This is an optimization exercise on Yosys and OpenROAD, whose aim is small area, a short achievable clock period and few clock cycles per item, not a production implementation. Power is estimated from default activity; no workload was simulated.

## JK
## wall_grid_neighbor_smoothing_core
module wall_grid_neighbor_smoothing_core (
	input  logic                                clk,
	input  logic                                arst_n,
	input  logic                                s_axis_tvalid,
	output logic                                s_axis_tready,
	input  logic [wgns_pkg::IN_DATA_W-1:0]      s_axis_tdata,   
	output logic                                m_axis_tvalid,
	input  logic                                m_axis_tready,
	output logic [wgns_pkg::OUT_DATA_W-1:0]     m_axis_tdata,   
	output logic [wgns_pkg::OUT_USER_W-1:0]     m_axis_tuser,   
	output logic                                m_axis_tlast,   
	input  logic                                cfg_we,
	input  logic [wgns_pkg::CFG_IDX_W-1:0]      cfg_index,
	input  logic [wgns_pkg::CFG_DATA_W-1:0]     cfg_wdata
);
	logic [7:0] sat3;
	logic [7:0] wv_q, hv_q;    
	logic [3:0] keep_thr_q, grow_thr_q;
	assign sat3 = (cfg_wdata < 9'd3)   ? 8'd0 :
	              (cfg_wdata > 9'd256) ? 8'd253 : 8'(cfg_wdata - 9'd3);
	always_ff @(posedge clk or negedge arst_n) begin
		if (!arst_n) begin
			wv_q       <= 8'(wgns_pkg::RST_WIDTH - 3);
			hv_q       <= 8'(wgns_pkg::RST_HEIGHT - 3);
			keep_thr_q <= wgns_pkg::RST_KEEP;
			grow_thr_q <= wgns_pkg::RST_GROW;
		end else if (cfg_we) begin
			case (cfg_index)
				wgns_pkg::REG_GRID_WIDTH:  wv_q       <= sat3;
				wgns_pkg::REG_GRID_HEIGHT: hv_q       <= sat3;
				wgns_pkg::REG_WALL_KEEP:   keep_thr_q <= cfg_wdata[3:0];
				wgns_pkg::REG_FLOOR_GROW:  grow_thr_q <= cfg_wdata[3:0];
				default: ;
			endcase
		end
	end
	logic e0_q, e1_q, v0_q, v1_q, tready_q;
	logic in_acc, adv_q, push_q, take;
	logic v0_n, v1_n;
	assign in_acc        = s_axis_tvalid && tready_q;
	assign s_axis_tready = tready_q;
  ...
export LEC_CHECK = 0
export CAP_MARGIN = 20
export CORE_MARGIN = 2
export CORE_UTILIZATION = 60
export CTS_BUF_LIST = sky130_fd_sc_hd__clkbuf_8
export CTS_CLUSTER_DIAMETER = 60
export CTS_CLUSTER_SIZE = 20
export HOLD_SLACK_MARGIN = 0
export SETUP_SLACK_MARGIN = 2.9
export SLEW_MARGIN = 20
create_clock -name core_clock -period 5.0 [get_ports {clk}]
run.sh (not shown) runs the stock make flow with config.mk's settings and CLKGATE_MAP_FILE= SYNTH_SCRIPT=/design/flow/synth_recipe.tcl, a recipe that flattens the netlist after the stock synthesis.
[inputs] PW vs JK
diff --git a/flow/design.v b/flow/design.v
--- a/flow/design.v
+++ b/flow/design.v
@@ -267,36 +267,36 @@
 		if (has_a_n || has_b_n)
 			free_n = !(pa_n || pb_n) || (!qv1_n && (pa_n != pb_n));
 		else
 			free_n = !pa_n || !qv1_n;
 		adv_n = v0_n && free_n;
 	end
 	always_ff @(posedge clk or negedge arst_n) begin
 		if (!arst_n) begin
 			pa_q   <= 1'b0;
 			pb_q   <= 1'b0;
 			qv0_q  <= 1'b0;
 			qv1_q  <= 1'b0;
+			adv_q  <= 1'b0;
+			push_q <= 1'b0;
 		end else begin
 			pa_q   <= pa_n;
 			pb_q   <= pb_n;
 			qv0_q  <= qv0_n;
 			qv1_q  <= qv1_n;
+			adv_q  <= adv_n;
+			push_q <= adv_n && !lc_n;
 		end
 	end
 	always_ff @(posedge clk) begin
-		adv_q  <= adv_n;
-		push_q <= adv_n && !lc_n;
-	end
-	always_ff @(posedge clk) begin
 		if (adv_q && has_b)
 			bbit_q <= e0_q;
 		if (take ? !qv1_q : !qv0_q)
 			q0_q <= mv_bit;
 		else if (take)
 			q0_q <= q1_q;
 		if (mv && qv0_q && !take)
 			q1_q <= mv_bit;
 	end
 	logic       owall_q, osm_q, orl_q, olast_q, start_q;
 	logic [7:0] ocol_q, orow_q;
 	logic       f_xw2_q, f_yh2_q, f_yh1_q;    
@@ -353,31 +353,32 @@
 		end
 	end
 	always_ff @(posedge clk or negedge arst_n) begin
 		if (!arst_n) begin
 			ov_q    <= 1'b0;
 			start_q <= 1'b1;
 		end else begin
 			ov_q <= take || (ov_q && !m_axis_tready);
 			if (take)
 				start_q <= 1'b0;
 		end
 	end
-	logic [20:0] oreg_q, oreg_n;
-	assign oreg_n = ({21{take}}  & {q0_q, n_row, n_col, n_rl, n_sm, n_last}) |
-	                ({21{!take}} & oreg_q);
+	logic [19:0] oreg_q, oreg_n, port_q;
+	assign oreg_n = {q0_q, n_row, n_col, n_rl, n_sm, n_last};
 	always_ff @(posedge clk) begin
-		oreg_q <= oreg_n;
+		if (take)
+			oreg_q <= oreg_n;
+		port_q <= ({20{take}} & oreg_n) | ({20{!take}} & oreg_q);
 	end
 	assign {owall_q, orow_q, ocol_q, orl_q, osm_q, olast_q} = oreg_q;
 	always_ff @(posedge clk) begin
 		if (take) begin
 			f_xw2_q <= n_xw2;
 			f_yh2_q <= n_yh2;
 			f_yh1_q <= n_yh1;
 		end
 	end
 	assign m_axis_tvalid = ov_q;
-	assign m_axis_tdata  = {7'd0, owall_q, orow_q, ocol_q};
-	assign m_axis_tuser  = {orl_q, osm_q};
-	assign m_axis_tlast  = olast_q;
+	assign m_axis_tdata  = {7'd0, port_q[19:3]};
+	assign m_axis_tuser  = port_q[2:1];
+	assign m_axis_tlast  = port_q[0];
 endmodule
Notes after the runs:
- When PW is measured against JK, its static power due to leakage turns out 2.8% higher.
- PW — layout clock buffer count 1 higher, JK as reference
- PW: final critical delay including setup and external delays is 0.057 ns lower than what JK reported.
- Diff JK and PW: proportion of cell area occupied by registers lower in PW
- In the tables for JK and PW, first-pass GRT wire length reads lower with JK.
- Re width of the die: PW is 3.3 um up on JK.
- Proportion of power drawn by combinational gates, JK and PW: larger value in JK
No run of this note included a check of the RTL's function; only the layout flow was run.

re-timing with driven ports:
In the flow no input, the clock included, has a driving cell. The finished layouts below were timed again as built, in two steps. Step 1 assumes that a clkbuf_16 drives the clock port and a buf_2 every other input. Step 2 moves the port delays by t, midway between the first and last clock arrival at a register: inputs arrive t later, outputs are due t later. That takes back most of the time a late clock gives input paths. a / b / c = no drivers / after step 1 / after step 2; a / b = the first two.
run	t, ns	setup WS [ns]	clock arrival spread, ns	worst register clock-pin slew, ns
JK	0.669	2.791 / 2.739 / 2.339	0.051 / 0.051	0.12 / 0.12
PW	0.651	2.848 / 2.800 / 2.227	0.024 / 0.023	0.11 / 0.11
After both steps setup and hold are still met in every run listed. For PW, which loses most, drivers alone change the setup slack by -0.048 ns; drivers and shift together by -0.621 ns.
